From an optimization exercise on the open Yosys and OpenROAD flow, aimed at small area, a short achievable clock period and few clock cycles per item; shortcuts taken in it are not production practice.
In this exercise RTL edits were held to simulation tests only and were not proved equivalent to the original.
Power is estimated from default activity; no workload was simulated.

<file path="flow/run.sh">
#!/bin/bash
# synth_recipe.tcl (not shown) runs the flow's synth.tcl, then flattens the netlist and writes it again
# the make line also repeats each setting of config.mk as NAME=value (left out here)
make -C /OpenROAD-flow-scripts/flow DESIGN_CONFIG=/design/flow/config.mk WORK_HOME=/design/flow/orfs CLKGATE_MAP_FILE= SYNTH_SCRIPT=/design/flow/synth_recipe.tcl finish
</file>
<file path="flow/config.mk">
export PLATFORM = sky130hd
export DESIGN_NAME = delimiter_text_splitter_core
export DESIGN_NICKNAME = delimiter_text_splitter_core
export VERILOG_FILES = /design/flow/design.v
export SDC_FILE = /design/flow/constraint.sdc
export NUM_CORES = 4
export LEC_CHECK = 0
export CAP_MARGIN = 20
export CORE_MARGIN = 2
export CORE_UTILIZATION = 25
export SLEW_MARGIN = 70
</file>
<file path="flow/constraint.sdc">
create_clock -name core_clock -period 16.0 [get_ports {aclk}]
set_input_delay 3.2000 -clock core_clock [delete_from_list [all_inputs] [get_ports {aclk}]]
set_output_delay 3.2000 -clock core_clock [all_outputs]
set_load 0.01 [all_outputs]
</file>
<file path="flow/design.v">
module dts_match (
    input  logic [31:0]  w,
    input  logic [3:0]   avail_ge,     
    input  logic [127:0] cfg_bytes,    
    input  logic [11:0]  leff,         
    output logic         match,
    output logic [1:0]   num,
    output logic [2:0]   len
);
    logic [3:0] m;
    always_comb begin
        for (int d = 0; d < 4; d++) begin
            m[d] = (leff[3*d +: 3] != 3'd0);
            for (int j = 0; j < 4; j++) begin
                if (leff[3*d +: 3] > 3'(j) &&
                    (!avail_ge[j] || w[8*j +: 8] != cfg_bytes[32*d + 8*j +: 8])) begin
                    m[d] = 1'b0;
                end
            end
        end
    end
    always_comb begin
        match = |m;
        num   = m[0] ? 2'd0 : m[1] ? 2'd1 : m[2] ? 2'd2 : 2'd3;
        len   = leff[3*num +: 3];
    end
endmodule
module delimiter_text_splitter_core (
    input  logic        aclk,
    input  logic        aresetn,
    input  logic        cfg_we,
    input  logic [2:0]  cfg_addr,
    input  logic [31:0] cfg_wdata,
    input  logic        s_tvalid,
    output logic        s_tready,
    input  logic [7:0]  s_tdata,    
    input  logic        s_tlast,
    output logic        m_tvalid,
    input  logic        m_tready,
    output logic [47:0] m_tdata,    
    output logic [3:0]  m_tuser,    
    output logic        m_tlast
);
    logic [127:0] cfg_bytes;
    logic [11:0]  cfg_lens;
    logic [2:0]   cfg_count;
    logic [11:0]  leff;
    logic [5:0]   cfg_en;
    logic [31:0]  cfg_d0, cfg_d1, cfg_d2, cfg_d3;
    logic [11:0]  cfg_d4;
    logic [2:0]   cfg_d5;
    always_comb begin
        for (int k = 0; k < 6; k++) begin
            cfg_en[k] = !aresetn || (cfg_we && cfg_addr == 3'(k));
        end
        cfg_d0 = aresetn ? cfg_wdata : 32'h0000_0A0A;
        cfg_d1 = aresetn ? cfg_wdata : 32'h0000_000A;
        cfg_d2 = aresetn ? cfg_wdata : 32'h0000_0009;
        cfg_d3 = aresetn ? cfg_wdata : 32'h0000_202E;
        cfg_d4 = aresetn ? cfg_wdata[11:0] : 12'o2112;
        cfg_d5 = aresetn ? cfg_wdata[2:0] : 3'd3;
    end
    always_ff @(posedge aclk) begin
        if (cfg_en[0]) cfg_bytes[31:0]   <= cfg_d0;
        if (cfg_en[1]) cfg_bytes[63:32]  <= cfg_d1;
        if (cfg_en[2]) cfg_bytes[95:64]  <= cfg_d2;
        if (cfg_en[3]) cfg_bytes[127:96] <= cfg_d3;
        if (cfg_en[4]) cfg_lens          <= cfg_d4;
        if (cfg_en[5]) cfg_count         <= cfg_d5;
    end
    always_comb begin
        for (int d = 0; d < 4; d++) begin
            logic [2:0] c;
            c = cfg_lens[3*d +: 3];
            if (c > 3'd4) c = 3'd4;
            if (cfg_count <= 3'(d)) c = 3'd0;
            leff[3*d +: 3] = c;
        end
    end
    logic        rdy_q;                  
    logic        in_v, in_l, sk_l;
    logic [7:0]  in_d, sk_d;
    logic [31:0] rb;                     
    logic [3:0]  rv, rl;                 
    logic        mr_match;               
    logic [1:0]  mr_num;
    logic [2:0]  mr_len;
    logic [20:0] qr;
    logic        near;
    logic [2:0]  pr;
    logic [1:0]  skip;
    logic [1:0]  hrun;                   
    logic        o_v;
    logic [19:0] o_off;
    logic [20:0] o_len;
    logic        o_hit, o_tl, o_fin, o_dbl, o_top;
    logic [1:0]  o_num;
    logic [19:0] nstart;                 
    logic        flush, ok, step, main_free;
    logic [3:0]  avail_ge;
    logic        match;
    logic [1:0]  mnum;
    logic [2:0]  mlen;
    logic        hit, produce, fin, dbl;
    logic [2:0]  lx;
    logic        t_tl;
    logic [20:0] t_end;
    logic [21:0] d0, len_raw;
    logic [20:0] t_len;
    assign flush = !in_v && (rv[3] ? rl[3] : rv[2] ? rl[2] : rv[1] ? rl[1] : rv[0] && rl[0]);
    assign avail_ge = {!(rl[1] || rl[2] || rl[3]), !(rl[1] || rl[2]), !rl[1], 1'b1};
    dts_match u_match (
        .w         ({in_d, rb[31:8]}),
        .avail_ge  (avail_ge),
        .cfg_bytes (cfg_bytes),
        .leff      (leff),
        .match     (match),
        .num       (mnum),
        .len       (mlen)
    );
    assign hit     = rv[0] && skip == 2'd0 && mr_match;
    assign produce = rv[0] && (skip == 2'd0 && mr_match || rl[0]);
    assign fin     = rl[0] && !(hit && hrun != 2'd3);
    assign dbl     = rl[0] && hit && hrun != 2'd3;
    assign ok        = !produce || !o_v || (m_tready && !o_dbl);
    assign step      = (in_v || flush) && ok;
    assign main_free = !in_v || ok;
    always_comb begin
        logic [2:0] a4;                  
        logic [2:0] s3;
        logic [2:0] t3;
        a4      = rl[0] ? 3'd3 : rl[1] ? 3'd2 : rl[2] ? 3'd1 : 3'd0;
        t_tl    = near && (pr > a4);
        lx      = hit ? mr_len : 3'd1;
        d0      = {1'b0, qr} - {2'b00, nstart};
        s3      = {1'b0, d0[1:0]} + lx;
        len_raw = {s3[2] ? d0[21:2] + 20'd1 : d0[21:2], s3[1:0]};
        t_len   = len_raw[21] ? 21'd0 : len_raw[20:0];
        t3      = {1'b0, qr[1:0]} + lx;
        t_end   = {t3[2] ? qr[20:2] + 19'd1 : qr[20:2], t3[1:0]};
    end
    logic [20:0] qr_nx;
    logic        near_nx;
    logic [2:0]  pr_nx;
    always_comb begin
        logic [2:0] a4n;
        logic [2:0] qlo;
        a4n = rl[1] ? 3'd3 : rl[2] ? 3'd2 : rl[3] ? 3'd1 : 3'd0;
        if (rv[0] && !rl[0]) begin
            near_nx = near || qr == 21'h0FFFFB;
            pr_nx   = !near ? 3'd0 : (pr == 3'd4) ? 3'd4 : pr + 3'd1;
        end else begin
            near_nx = 1'b0;
            pr_nx   = 3'd0;
        end
        qlo = (pr_nx > a4n) ? a4n : pr_nx;
        if (near_nx) begin
            qr_nx = {19'h3FFFF, qlo[1:0]};
        end else if (rv[0] && !rl[0]) begin
            qr_nx = qr + 21'd1;
        end else begin
            qr_nx = '0;
        end
    end
    always_ff @(posedge aclk) begin
        if (!aresetn) begin
            rv <= '0;
        end else if (step) begin
            rv <= {in_v, rv[3:1]};
        end
    end
    always_ff @(posedge aclk) begin
        if (step) begin
            rb   <= {in_d, rb[31:8]};
            rl   <= {in_v && in_l, rl[3:1]};
            mr_match <= match;
            mr_num   <= mnum;
            mr_len   <= mlen;
            qr   <= qr_nx;
            near <= near_nx;
            pr   <= pr_nx;
            if (!rv[0]) begin
                skip <= '0;
            end else if (skip != 2'd0) begin
                skip <= skip - 2'd1;
            end else if (mr_match) begin
                skip <= 2'(mr_len - 3'd1);
            end
            if (!rv[0] || rl[0] || !hit) begin
                hrun <= '0;
            end else if (hrun != 2'd3) begin
                hrun <= hrun + 2'd1;
            end
        end
    end
    always_ff @(posedge aclk) begin
        if (!aresetn) begin
            in_v  <= 1'b0;
            rdy_q <= 1'b1;
        end else begin
            in_v  <= !main_free || !rdy_q || s_tvalid;
            rdy_q <= main_free || (rdy_q && !s_tvalid);
        end
    end
    always_ff @(posedge aclk) begin
        if (main_free) begin
            in_d <= rdy_q ? s_tdata : sk_d;
            in_l <= rdy_q ? s_tlast : sk_l;
        end
        if (rdy_q) begin
            sk_d <= s_tdata;
            sk_l <= s_tlast;
        end
    end
    logic load;
    assign load = step && produce;
    always_ff @(posedge aclk) begin
        if (!aresetn) begin
            o_v    <= 1'b0;
            o_dbl  <= 1'b0;
            nstart <= '0;
        end else begin
            if (load) begin
                o_v    <= 1'b1;
                o_off  <= nstart;
                o_len  <= t_len;
                o_hit  <= hit;
                o_num  <= hit ? mr_num : 2'd0;
                o_tl   <= t_tl;
                o_fin  <= fin;
                o_dbl  <= dbl;
                o_top  <= t_end[20];
                nstart <= fin ? 20'd0 : (t_end[20] ? 20'hFFFFF : t_end[19:0]);
            end else if (o_v && m_tready) begin
                if (o_dbl) begin
                    o_off  <= nstart;
                    o_len  <= {20'd0, o_top};
                    o_hit  <= 1'b0;
                    o_num  <= 2'd0;
                    o_fin  <= 1'b1;
                    o_dbl  <= 1'b0;
                    nstart <= '0;
                end else begin
                    o_v <= 1'b0;
                end
            end
        end
    end
    assign s_tready = rdy_q;
    assign m_tvalid = o_v;
    assign m_tdata  = {7'd0, o_len, o_off};
    assign m_tuser  = {o_tl, o_num, o_hit};
    assign m_tlast  = o_fin;
endmodule
</file>
==> impl_metrics.json, run 1 <==
{
  "outcome": "finished clean",
  "synth_warnings": 2,
  "synth_cell_types": 85,
  "ant_nets": 0,
  "crit_cells": 2,
  "synth_area_leaders": "edfxtp_1 53%, xor2_1 7.6%, dfxtp_1 5.0%, xnor2_1 3.7%, ha_1 2.8%",
  "num_rows": 89,
  "grt_pass1_vias": 9194,
  "utilization_pct": 30.7,
  "regToRegSetupSlack_ns": 11.83,
  "routabilityCongestion": 0.847,
  "cp_num_buf_inv": 2,
  "crit_type": "register to output port",
  "path_max_fanout": 12,
  "final_layout_size_suffix_gt1_share_pct": 12.3,
  "cpMaxStageDelayCell": "clkdlybuf4s50_1",
  "syn2layout_area_growth_pct": 21.8,
  "finalPower_mw": 1.96,
  "fin_skew_ns": 0.0237,
  "cp-end-kind": "output port",
  "cts_buffer_depth": 3,
  "leakage_nw": 6.29,
  "fp.dieW_um": 247,
  "core-area_um2": 58800,
  "synthCells": 1204,
  "netlist_top_cells_count": "262 x edfxtp_1, 128 x xor2_1, 72 x a21oi_1",
  "post-route-period-util_pct": 30.5,
  "port_buffers": 96,
  "place_area_um2": 16800,
  "initial_utilization_pct": 25.2,
  "grt_usage_pct": 11.1,
  "diodes": 0,
  "path_clk_slew_ns": 0.06,
  "timing.reg2reg.worst_path_depth": 13,
  "drt_iter0_drc": 797,
  "io_pins": 104,
  "cts_tree": "yes",
  "nets": 1396,
  "firstDrtPassIters": 5,
  "drc": 0,
  "grt_overflow_total": 0,
  "grt_max_degree": 51,
  "layout_min_cycle_time_ns": 4.89,
  "routed_via_density": 4.51,
  "cts-buffers-inserted": 31,
  "path_cells": "buf_4 -> clkdlybuf4s50_1",
  "finalInstanceArea_um2": 18000,
  "dp_hpwl_um": 25400,
  "drv_cap": 0,
  "hold_viol": 0,
  "worstHoldPathCells": 0,
  "fin_tns_setup_ns": 0,
  "ys.flop_type": "edfxtp_1",
  "post_synth.cell_area_avg_um2": 12.3,
  "wirelength_um": 34400,
  "fin_cells": 2109,
  "synthMostInstantiatedCell": "edfxtp_1",
  "yosysTopAreaCell": "edfxtp_1",
  "grt_pass1_wl_um": 53300,
  "hold_path_class": "register to register",
  "powerDensity_nw_per_um2": 109,
  "clkLatencyLatePin_ns": 0.59,
  "setup_viol": 0,
  "cts_setup_buffers": 0,
  "yosysTopAreaCellShare_pct": 53.2,
  "ir_worst_vdd_mv": 0.102,
  "antenna_found_initial": 0,
  "die_area_um2": 61100,
  "num_vias": 9520,
  "cp_data_required_time_ns": 12.80,
  "cp_top_family": "buffers and inverters",
  "max_freq_mhz": 205,
  "die_h_um": 247,
  "wire_per_inst_um": 16.3,
  "place_inst": 2049,
  "fillers": 5984,
  "critPathMaxStageDelay_ns": 0.57,
  "cts_hold_buffers": 0,
  "clock_sinks": 299,
  "clockRootBuffer": "clkbuf_16",
  "cts_resized": 0,
  "netlist_area_um2": 14800,
  "synth_edf_count": 262,
  "critPathLaunchType": "register",
  "grt_setup_unrepaired": "no",
  "htree_levels": 1,
  "maxSlewViolCount": 0,
  "ys_seq_area_share_pct": 58.2,
  "cp.arrival_ns": 1.69,
  "synth-seq-cells": 299,
  "async_flop_share_pct": 0
}
sequential cells by signal, indices dropped and copies added, names as in the netlist, 3 cells and up:
name and cells:
cfg_bytes 128, rb 24, o_len 21, qr 21, nstart 20, o_off 20, cfg_lens 12, in_d 8
sk_d 8, rl 4, rv 4, cfg_count 3, mr_len 3, pr 3
area by class of cell:
cell class	instances	area [um^2]	share of cell area [%]
flip-flops and latches	299	8610	47.8
multi-input cells	821	6020	33.4
repair buffers	116	1140	6.32
well taps	773	967	5.37
clock buffers	36	805	4.46
clock inverters	22	328	1.82
inverters	42	158	0.875
power breakdown:
group | switching, mW | total, mW | internal, mW
Sequential | 0.0446 | 0.948 | 0.903
Clock | 0.311 | 0.801 | 0.490
Combinational | 0.120 | 0.209 | 0.0891
Total | 0.476 | 1.96 | 1.48
cells in the final DEF, fill, tap and decap left out, types with 6 or more instances in the layout:
cell type	n
clkbuf_16	31
nor4_1	17
a31oi_1	9
and2_1	41
nand2_1	61
edfxtp_1	262
ha_1	33
nor4_2	11
xnor2_1	61
clkdlybuf4s50_1	95
a21oi_1	71
bufinv_16	8
dfxtp_1	37
and3_1	9
nor2_1	64
mux2_2	9
nor2b_1	8
buf_4	7
nand3_1	26
o21ai_0	16
a21o_1	28
nor3_1	27
xor2_1	127
conb_1	7
o21ai_1	6
clkinv_1	7
nand2b_1	17
inv_1	40
nand4_1	25
nor3_2	22
o21a_1	9
layer usage:
| layer | global-route usage, % | part of all wire, % | wire [um] | up-vias |
|---|---|---|---|---|
| met5 | 0 | 0 | 0 | - |
| met4 | 2.61 | 2.2 | 744 | 0 |
| met3 | 2.01 | 5.7 | 1940 | 46 |
| met2 | 17.5 | 45 | 15300 | 282 |
| met1 | 15.8 | 48 | 16400 | 4596 |
| li1 | - | - | - | 4596 |
stage by stage:
| stage | hold WS, ns | setup WS, ns |
|---|---|---|
| 2_1_floorplan | 0.431 | 9.65 |
| 3_3_place_gp | 0.460 | 10.11 |
| 3_5_place_dp | 0.457 | 10.54 |
| 4_1_cts | 0.472 | 11.05 |
| 5_1_grt | 0.489 | 10.98 |
| 6_report | 0.472 | 11.11 |
kinds of logic (layout without fill, tap and decap cells):
kind of cell,count (synthesis),count (layout),synth area share [%]
adder cells (fa/ha/maj),36,36,3.20
AND/OR/NAND/NOR,371,371,14.3
AO/OA/AOI/OAI,201,201,9.16
XOR/XNOR,193,193,11.5
multiplexers,13,13,0.956
buffers and inverters,90,216,2.71
flip-flops,299,299,58.2
other,1,7,0.0253
worst paths after layout:
path / from / end
max: rdy_q / s_tready
min: nstart[12] / o_off[12]
max reg2reg: qr[0] / o_len[2]
min reg2reg: nstart[12] / o_off[12]
Testbench counts, summed over its fixed seeds: cycles 167,081, bytes 166,651.
==> run 2, diff against run 1 <==
==> flow/flow/run.sh (new file) <==
#!/bin/bash
# The standard layout, with buf_2 cells as the port buffers instead of the default choice.
set -euo pipefail
bash standard.sh BUFFER_PORTS_ARGS="-buffer_cell sky130_fd_sc_hd__buf_2" finish > standard_flow.log 2>&1
==> flow/standard.sh (new file) <==
#!/bin/bash
# synth_recipe.tcl (not shown) runs the flow's synth.tcl, then flattens the netlist and writes it again
# the make line also repeats each setting of config.mk as NAME=value (left out here)
make -C /OpenROAD-flow-scripts/flow DESIGN_CONFIG=/design/flow/config.mk WORK_HOME=/design/flow/orfs CLKGATE_MAP_FILE= SYNTH_SCRIPT=/design/flow/synth_recipe.tcl "${@:-finish}"
--- a/flow/config.mk
+++ b/flow/config.mk
@@ -8,4 +8,4 @@
 export CAP_MARGIN = 20
 export CORE_MARGIN = 2
 export CORE_UTILIZATION = 25
-export SLEW_MARGIN = 70
+export SLEW_MARGIN = 20
removed: flow/run.sh
==> run 2 against run 1 <==
Setup slack worse by 0.20 ns. Critical path depth up 7. Register-to-register slack improved by 0.03 ns. Die area stayed put. Maximum frequency decreased by 4.0%. Synthesized area unchanged. Sequential cell count unchanged. Wire length down 1.2%. Critical path type is now input port to register. Critical endpoint is now nstart[12].
==> impl_metrics.json, run 2 <==
{
  "outcome": "finished clean",
  "netlist_area_um2": 14800,
  "share_comb_of_total_power_pct": 10.2,
  "ys.flop_type": "edfxtp_1",
  "core-area_um2": 58800,
  "max_slew_margin_pct": 34.9,
  "yosysTopAreaCell": "edfxtp_1",
  "cts_resized": 0,
  "path_max_fanout": 20,
  "initial_utilization_pct": 25.2,
  "grt_max_degree": 62,
  "synth_warnings": 2,
  "nets": 1392,
  "layout_min_cycle_time_ns": 5.09,
  "fin_cells": 2105,
  "cts_buffer_depth": 3,
  "diodes": 0,
  "synth-seq-cells": 299,
  "routabilityCongestion": 0.877,
  "p_seq_share_pct": 49.9,
  "reg_top3": "cfg_bytes: 128 flops, rb: 24 flops",
  "fp.dieW_um": 247,
  "max_freq_mhz": 196,
  "grt_usage_pct": 11.2,
  "multi_input_area_um2": 5860,
  "die_h_um": 247,
  "hold_path_class": "register to register",
  "critPathLaunchType": "input port",
  "ir_worst_vdd_mv": 0.0696,
  "cts_tree": "yes",
  "pwr-share-clk_pct": 39.9,
  "worst_slew_pin_slew_ns": 0.977,
  "drt_iter0_drc": 855,
  "syn2layout_area_growth_pct": 16.6,
  "grt_setup_unrepaired": "no",
  "cts_hold_buffers": 0,
  "synth_cell_types": 85,
  "antenna_found_initial": 0,
  "wire_per_inst_um": 16.1,
  "final_layout_size_suffix_gt1_share_pct": 16.8,
  "power_switching_mw": 0.466,
  "ys_seq_area_share_pct": 58.2,
  "grt_overflow_total": 0,
  "final_common_cell": "edfxtp_1",
  "synthCells": 1204,
  "synthMostInstantiatedCell": "edfxtp_1",
  "post_synth.cell_area_avg_um2": 12.3,
  "async_flop_share_pct": 0,
  "synth_edf_count": 262,
  "clkLatencyLatePin_ns": 0.53,
  "cp-end-kind": "register",
  "ant_nets": 0,
  "hold_viol": 0,
  "synth_area_leaders": "edfxtp_1 53%, xor2_1 7.6%, dfxtp_1 5.0%, xnor2_1 3.7%, ha_1 2.8%",
  "p_sw_share_pct": 24.5,
  "fin_skew_ns": 0.0229,
  "cts-buffers-inserted": 34,
  "drv_cap": 0,
  "cts_setup_buffers": 0,
  "io_pins": 104,
  "num_vias": 9442,
  "routed_via_density": 4.49,
  "htree_levels": 2,
  "cp.arrival_ns": 5.55,
  "post-place-ws_ns": 10.41,
  "final_cell_mix": "262 x edfxtp_1, 128 x xor2_1, 96 x buf_2",
  "maxSlewViolCount": 0,
  "die_area_um2": 61100,
  "dp_hpwl_um": 25200,
  "fin_hold_ws_ns": 0.472,
  "wirelength_um": 34000,
  "num_rows": 89,
  "grt_pass1_vias": 9195,
  "top_register": "cfg_bytes",
  "leakage_nw": 6.26,
  "largest_reg_flops": 128,
  "grt_pass1_wl_um": 53300,
  "post-route-period-util_pct": 31.8,
  "internal_power_mw": 1.43,
  "setup_slack_ns": 10.91,
  "port_buffers": 96,
  "setup_viol": 0,
  "crit_type": "input port to register",
  "firstDrtPassIters": 5,
  "netlist_top_cells_count": "262 x edfxtp_1, 128 x xor2_1, 72 x a21oi_1",
  "clockRootBuffer": "clkbuf_16",
  "cp_data_required_time_ns": 16.46,
  "drc": 0,
  "path_clk_slew_ns": 0.05,
  "place_inst": 2044,
  "powerDensity_nw_per_um2": 110,
  "fin_tns_setup_ns": 0,
  "clock_sinks": 299,
  "regArea_um2": 8610,
  "fillers": 6055,
  "yosysTopAreaCellShare_pct": 53.2
}
-- run 2: worst paths after layout --
| check | cells after the start | startpoint | slack, ns | endpoint |
|---|---|---|---|---|
| max | 9 | m_tready | 10.91 | nstart[12] |
| min | 1 | sk_d[3] | 0.47 | sk_d[3] |
| max reg2reg | 13 | qr[0] | 11.86 | o_len[2] |
| min reg2reg | 1 | sk_d[3] | 0.47 | sk_d[3] |
-- run 2: area by class of cell --
type,instances,share of cell area (%)
clock inverter,15,1.02
multi-input combinational,821,34.0
inverter,42,0.914
timing repair buffer,109,3.35
clock buffer,46,5.25
sequential,299,49.9
tap,773,5.61
-- run 2: cell families after synthesis --
kind of cell               share of synthesized area, %
AOI/OAI and AO/OA                                  9.16
adders and majority gates                          3.20
and+or+nand+nor                                    14.3
buffers and inverters                              2.71
DFF                                                58.2
muxes                                             0.956
xor gates and xnor gates                           11.5
other                                            0.0253
-- run 2: critical path, cell delays in order --
cell and delay, ns:
buf_2 0.12, inv_1 0.04, o21ai_0 0.11, or2_2 0.33, o21ai_1 0.41, nor2_1 0.14
a31oi_1 0.32, and2_1 0.66, a21o_1 0.21
-- run 2: metal layers --
layer,vias up,track usage (%),wire length (um)
met3,36,1.96,1910
met1,4552,15.7,16100
met2,256,18.0,15500
met5,-,0,0
met4,0,2.40,456
li1,4598,-,-
-- run 2: metrics by stage --
| step | utilization [%] | cell area (um^2) | total power [mW] |
|---|---|---|---|
| final | 29.3 | 17300 | 1.90 |
| after global routing | 29.3 | 17300 | 1.98 |
| after detailed placement | 27.5 | 16200 | 1.16 |
| after floorplan | - | 14800 | 1.10 |
| after CTS | 29.3 | 17300 | 1.92 |
| after global placement | 27.5 | 16200 | 1.15 |
-- run 2: power groups by stage --
stage / combinational, mW / sequential, mW / clock [mW]
2_1_floorplan: 0.150 / 0.949 / 0
3_3_place_gp: 0.192 / 0.963 / 0
3_5_place_dp: 0.195 / 0.964 / 0
4_1_cts: 0.196 / 0.948 / 0.776
5_1_grt: 0.217 / 0.953 / 0.813
6_report: 0.194 / 0.947 / 0.757
==> run 3, diff against run 2 <==
==> flow/flow/run.sh (replaced) <==
#!/bin/bash
# The standard layout with buf_2 port buffers, and timing repair aimed at a
# setup slack well above zero so that the layout's paths get sized for speed.
set -euo pipefail
bash standard.sh BUFFER_PORTS_ARGS="-buffer_cell sky130_fd_sc_hd__buf_2" SETUP_SLACK_MARGIN=12.0 TNS_END_PERCENT=100 finish > standard_flow.log 2>&1
==> run 3 against run 2 <==
Global-route usage increased by 0.78 points. Count of clock-buffer cells in the layout decreased by 6. Highest routed layer unchanged. Power about the same. Critical endpoint is now m_tuser[1]. Combinational power increased by 17%. Clock power decreased by 4.1%. Die area unchanged. Register-to-register slack improved by 0.35 ns. Design area increased by 7.1%. Largest power group unchanged.
==> impl_metrics.json, run 3 <==
{
  "p_sw_share_pct": 25.4,
  "syn2layout_area_growth_pct": 24.8,
  "netlist_top_cells_count": "262 x edfxtp_1, 128 x xor2_1, 72 x a21oi_1",
  "grt_overflow_total": 0,
  "power_switching_mw": 0.482,
  "final_cell_mix": "262 x edfxtp_1, 128 x xor2_1, 92 x buf_2",
  "fin_tns_setup_ns": 0,
  "grt_usage_pct": 12.0,
  "critPathMaxStageDelay_ns": 0.47,
  "cts-buffers-inserted": 30,
  "cp.arrival_ns": 1.22,
  "fin_skew_ns": 0.0381,
  "num_rows": 89,
  "clkLatencyLatePin_ns": 0.60,
  "routed_via_density": 4.58,
  "synth_cell_types": 85,
  "initial_utilization_pct": 25.2,
  "cp_num_buf_inv": 1,
  "fin_hold_ws_ns": 0.473,
  "layout_min_cycle_time_ns": 4.42,
  "largest_reg_flops": 128,
  "num_vias": 9897,
  "grt_pass1_wl_um": 57100,
  "die_h_um": 247,
  "clock_sinks": 299,
  "grt_setup_unrepaired": "yes",
  "place_area_um2": 16300,
  "cts_tree": "yes",
  "max_freq_mhz": 226,
  "antenna_found_initial": 0,
  "outcome": "finished clean",
  "drc": 0,
  "top_register": "cfg_bytes",
  "io_pins": 104,
  "routabilityCongestion": 0.847,
  "synth_warnings": 2,
  "grt_max_degree": 62,
  "cts_buffer_depth": 3,
  "hold_path_class": "register to register",
  "clockRootBuffer": "clkbuf_16",
  "synthMostInstantiatedCell": "edfxtp_1",
  "ys.flop_type": "edfxtp_1",
  "synth_edf_count": 262,
  "synth-seq-cells": 299,
  "powerDensity_nw_per_um2": 103,
  "core-area_um2": 58800,
  "netlist_area_um2": 14800,
  "fp.dieW_um": 247,
  "hold_viol": 0,
  "nets": 1450,
  "ant_nets": 0,
  "cp-end-kind": "output port",
  "share_comb_of_total_power_pct": 11.9,
  "drt_iter0_drc": 697,
  "synthCells": 1204,
  "die_area_um2": 61100,
  "yosysTopAreaCellShare_pct": 53.2,
  "p_seq_share_pct": 49.8,
  "ir_worst_vdd_mv": 0.101,
  "synth_area_leaders": "edfxtp_1 53%, xor2_1 7.6%, dfxtp_1 5.0%, xnor2_1 3.7%, ha_1 2.8%",
  "finalInstanceArea_um2": 18500,
  "pwr-share-clk_pct": 38.2,
  "setup_viol": 0,
  "firstDrtPassIters": 5,
  "internal_power_mw": 1.42,
  "wire_per_inst_um": 17.7,
  "async_flop_share_pct": 0,
  "post_synth.cell_area_avg_um2": 12.3,
  "cpMaxStageDelayCell": "edfxtp_1",
  "wirelength_um": 38300,
  "htree_levels": 1,
  "leakage_nw": 6.73,
  "post-route-period-util_pct": 27.6,
  "critPathLaunchType": "register",
  "max_slew_margin_pct": 33.7,
  "port_buffers": 96,
  "reg_top3": "cfg_bytes: 128 flops, rb: 24 flops",
  "path_cells": "buf_2",
  "yosysTopAreaCell": "edfxtp_1",
  "final_layout_size_suffix_gt1_share_pct": 23.5,
  "grt_pass1_vias": 9799,
  "cp_data_required_time_ns": 12.80,
  "maxSlewViolCount": 0,
  "cp_top_family": "flip-flops",
  "path_clk_slew_ns": 0.06,
  "regArea_um2": 8610,
  "crit_type": "register to output port",
  "path_max_fanout": 1,
  "ys_seq_area_share_pct": 58.2,
  "diodes": 0,
  "fillers": 5943,
  "worst_slew_pin_slew_ns": 0.995,
  "final_common_cell": "edfxtp_1",
  "dp_hpwl_um": 24900,
  "multi_input_area_um2": 6280,
  "drv_cap": 0
}
-- run 3: cell counts after synthesis --
Identical to the previous run, type by type.
-- run 3: final cells by class --
class	count	share of cell area (%)
repair buffers	161	7.63
inverters	42	0.969
multi-input cells	831	34.0
clock inverters	16	1.18
well taps	773	5.24
clock buffers	40	4.32
flip-flops and latches	299	46.6
-- run 3: kinds of logic (layout without fill, tap and decap cells) --
| group | count (synthesis) | in the layout | share of synthesized area (%) |
|---|---|---|---|
| multiplexers | 13 | 14 | 0.956 |
| buffers and inverters | 90 | 259 | 2.71 |
| AND/OR/NAND/NOR | 371 | 380 | 14.3 |
| adder cells (fa/ha/maj) | 36 | 36 | 3.20 |
| other | 1 | 7 | 0.0253 |
| XOR/XNOR | 193 | 193 | 11.5 |
| flip-flops | 299 | 299 | 58.2 |
| AO/OA/AOI/OAI | 201 | 201 | 9.16 |
-- run 3: power groups by stage --
stage	clock network, mW	registers (mW)	logic (mW)
2_1_floorplan	0	0.947	0.154
3_3_place_gp	0	0.962	0.195
3_5_place_dp	0	0.964	0.198
4_1_cts	0.740	0.947	0.211
5_1_grt	0.772	0.952	0.249
6_report	0.726	0.947	0.227
-- run 3: worst paths after layout --
kind	cells after the start	endpoint	from	slack (ns)
max	1	m_tuser[1]	o_num[0]	11.58
min	1	sk_d[7]	sk_d[7]	0.47
max reg2reg	14	o_len[1]	qr[0]	12.21
min reg2reg	1	sk_d[7]	sk_d[7]	0.47
-- run 3: repair_timing --
action | 4_1_cts | 5_1_grt
gates resized for setup | 69 | 39
pin swaps | 9 | 12
gates cloned | 12 | 10
setup buffers | 33 | 9
hold buffers | 0 | 0
endpoints found under the setup margin | 201 | 202
-- run 3: per-stage QoR --
step | instances | worst slack (ns) | power, mW | util, %
2_1_floorplan | 1210 | 11.00 | 1.10 | -
3_3_place_gp | 2042 | 10.69 | 1.16 | 27.7
3_5_place_dp | 2042 | 10.60 | 1.16 | 27.7
4_1_cts | 2143 | 11.55 | 1.90 | 30.7
5_1_grt | 2162 | 11.56 | 1.97 | 31.4
6_report | 2162 | 11.58 | 1.90 | 31.4
-- run 3: per-layer routing --
layer / vias up / share of wire (%) / global-route usage (%) / wire, um
li1: 4724 / - / - / -
met1: 4839 / 45 / 16.3 / 17100
met2: 276 / 48 / 20.1 / 18300
met3: 58 / 4.9 / 1.78 / 1890
met4: 0 / 2.5 / 2.78 / 970
met5: - / 0 / 0 / 0
==> run 4, diff against run 3 <==
==> flow/flow/run.sh (replaced) <==
#!/bin/bash
# The standard layout with buf_2 port buffers, and timing repair aimed at a
# setup slack well above zero so that the layout's paths get sized for speed.
set -euo pipefail
bash standard.sh BUFFER_PORTS_ARGS="-buffer_cell sky130_fd_sc_hd__buf_2" SETUP_SLACK_MARGIN=11.5 TNS_END_PERCENT=100 finish > standard_flow.log 2>&1
==> run 4 against run 3 <==
Setup slack worse by 0.00050 ns. Die area unchanged. Global-route usage down 1.0 points. Largest cell class unchanged. Via count down 5.1%. Hold slack worse by 0.0049 ns. Maximum frequency about the same. Wire length down 12%. Design area down 5.5%. Still clean.
==> impl_metrics.json, run 4 <==
{
  "path_clk_slew_ns": 0.06,
  "powerDensity_nw_per_um2": 110,
  "io_pins": 104,
  "clockRootBuffer": "clkbuf_16",
  "finalPower_mw": 1.91,
  "cp_num_buf_inv": 2,
  "synthMostInstantiatedCell": "edfxtp_1",
  "max_freq_mhz": 226,
  "yosysTopAreaCellShare_pct": 53.2,
  "nets": 1389,
  "layout_min_cycle_time_ns": 4.42,
  "cp_top_family": "flip-flops",
  "fillers": 5999,
  "clkLatencyLatePin_ns": 0.58,
  "setup_slack_ns": 11.58,
  "critPathMaxStageDelay_ns": 0.34,
  "cp_data_required_time_ns": 12.80,
  "cts_tree": "yes",
  "netlist_area_um2": 14800,
  "drt_iter0_drc": 596,
  "ir_worst_vdd_mv": 0.0843,
  "async_flop_share_pct": 0,
  "grt_max_degree": 62,
  "startpoint": "rdy_q",
  "die_area_um2": 61100,
  "worst_slew_pin_slew_ns": 0.817,
  "fp.dieW_um": 247,
  "ys.flop_type": "edfxtp_1",
  "grt_pass1_wl_um": 52900,
  "core-area_um2": 58800,
  "diodes": 0,
  "cts_buffer_depth": 3,
  "port_buffers": 96,
  "post-route-period-util_pct": 27.6,
  "path_max_fanout": 12,
  "die_h_um": 247,
  "netlist_top_cells_count": "262 x edfxtp_1, 128 x xor2_1, 72 x a21oi_1",
  "utilization_pct": 29.7,
  "setup_viol": 0,
  "dp_hpwl_um": 24700,
  "final_common_cell": "edfxtp_1",
  "wirelength_um": 33700,
  "reg_top3": "cfg_bytes: 128 flops, rb: 24 flops",
  "outcome": "finished clean",
  "drc": 0,
  "hold_viol": 0,
  "synthCells": 1204,
  "largest_reg_flops": 128,
  "grt_usage_pct": 11.0,
  "htree_levels": 1,
  "post_synth.cell_area_avg_um2": 12.3,
  "routabilityCongestion": 0.846,
  "top_register": "cfg_bytes",
  "wire_per_inst_um": 16.0,
  "routed_via_density": 4.47,
  "synth_warnings": 2,
  "final_cell_mix": "262 x edfxtp_1, 128 x xor2_1, 96 x buf_2",
  "yosysTopAreaCell": "edfxtp_1",
  "synth-seq-cells": 299,
  "fin_hold_ws_ns": 0.468,
  "firstDrtPassIters": 5,
  "num_rows": 89,
  "synth_cell_types": 85,
  "clock_sinks": 299,
  "hold_start": "nstart[18]",
  "maxSlewViolCount": 0,
  "fin_tns_setup_ns": 0,
  "syn2layout_area_growth_pct": 17.9,
  "max_slew_margin_pct": 45.5,
  "path_cells": "buf_12 -> buf_2",
  "grt_overflow_total": 0,
  "synth_area_leaders": "edfxtp_1 53%, xor2_1 7.6%, dfxtp_1 5.0%, xnor2_1 3.7%, ha_1 2.8%",
  "final_layout_size_suffix_gt1_share_pct": 18.1,
  "num_vias": 9394,
  "drv_cap": 0,
  "post-place-ws_ns": 10.65,
  "initial_utilization_pct": 25.2,
  "critPathLaunchType": "register",
  "leakage_nw": 6.30,
  "fin_skew_ns": 0.0112,
  "antenna_found_initial": 0,
  "cp-end-kind": "output port",
  "grt_setup_unrepaired": "no",
  "grt_pass1_vias": 9252,
  "cp.arrival_ns": 1.22,
  "ys_seq_area_share_pct": 58.2,
  "crit_type": "register to output port",
  "r2r-start": "qr[0]",
  "synth_edf_count": 262,
  "ant_nets": 0,
  "cts-buffers-inserted": 31,
  "cpMaxStageDelayCell": "dfxtp_2",
  "hold_path_class": "register to register"
}
==> run 4: cell counts after synthesis <==
Identical to the previous run, type by type.
==> run 4: final timing paths <==
path	cells past startpoint	slack [ns]	end
worst max register to register	12	11.75	o_len[17]
worst min register to register	0	0.47	o_off[18]
worst min-delay path	0	0.47	o_off[18]
worst max-delay path	2	11.58	s_tready
==> run 4: timing repair <==
action,in CTS,in global routing
hold endpoints to repair,0,0
setup buffers,0,1
hold buffers,0,0
endpoints found under the setup margin,67,87
resized for setup,5,11
gates cloned,0,1
==> run 4: logic make-up after synthesis <==
logic type | after synthesis | share of synthesized area, %
and+or+nand+nor | 371 | 14.3
DFF | 299 | 58.2
AOI/OAI and AO/OA | 201 | 9.16
xor gates and xnor gates | 193 | 11.5
buffers and inverters | 90 | 2.71
adders and majority gates | 36 | 3.20
muxes | 13 | 0.956
other | 1 | 0.0253
==> run 4: stage by stage <==
stage | cell area (um^2) | cells
floorplan | 15000 | 1210
global placement | 16200 | 2042
detailed placement | 16300 | 2042
CTS | 17400 | 2100
global route | 17400 | 2102
finish | 17400 | 2102
==> run 4: cell type report <==
cell class / instances / area (um^2) / share of cell area (%)
sequential: 299 / 8610 / 49.4
timing repair buffer: 108 / 608 / 3.49
tap: 773 / 967 / 5.54
clock buffer: 41 / 853 / 4.89
inverter: 42 / 175 / 1.00
clock inverter: 17 / 241 / 1.38
multi-input combinational: 822 / 5990 / 34.3
==> run 4: where the power goes <==
| group | switching (mW) | internal [mW] |
|---|---|---|
| Combinational | 0.118 | 0.0805 |
| Sequential | 0.0431 | 0.904 |
| Clock | 0.309 | 0.458 |
==> run 4: worst register-to-register path: cells and delay by family (launching register included) <==
family                     cells  cell delay, ns
and+or+nand+nor                5            1.34
muxes                          1            0.58
xor gates and xnor gates       1            0.23
buffers and inverters          2            0.18
DFF                            1            0.48
adders and majority gates      3            1.17
==> run 4: layer usage <==
layer  track usage (%)  wire [um]
met3              1.96       1550
met4              2.17        498
met2              17.9      15600
met1              15.2      16000
met5                 0          0

afterwards: timing with drivers on the ports:
How much do the figures lean on ideal ports? The routed layouts below were timed once more, with nothing changed but the port constraints. Step 1 sets driving cells, clkbuf_16 on the clock port and buf_2 on the other inputs (assumed; they add their load-dependent delay and slew). Step 2 times the ports against the registers' clock, not the clock port: input delays grow and output delays shrink by t, the midpoint of the rising clock arrivals with the driver on. a / b / c = no drivers / after step 1 / after step 2; a / b = the first two.
run	shift t [ns]	setup WS [ns]	hold WS [ns]	worst setup path at the end	clock arrival spread, ns
run 1	0.636	11.112 / 11.058 / 10.443	0.472 / 0.472 / 0.472	input to register	0.032 / 0.032
run 2	0.569	10.910 / 10.898 / 10.329	0.472 / 0.472 / 0.472	input to register	0.026 / 0.026
run 3	0.632	11.577 / 11.528 / 11.022	0.473 / 0.473 / 0.473	input to register	0.044 / 0.044
run 4	0.631	11.577 / 11.525 / 10.948	0.468 / 0.468 / 0.468	input to register	0.014 / 0.014
After both steps setup and hold are still met in every run listed. For run 1, which loses most, drivers alone change the setup slack by -0.054 ns; drivers and shift together by -0.669 ns.
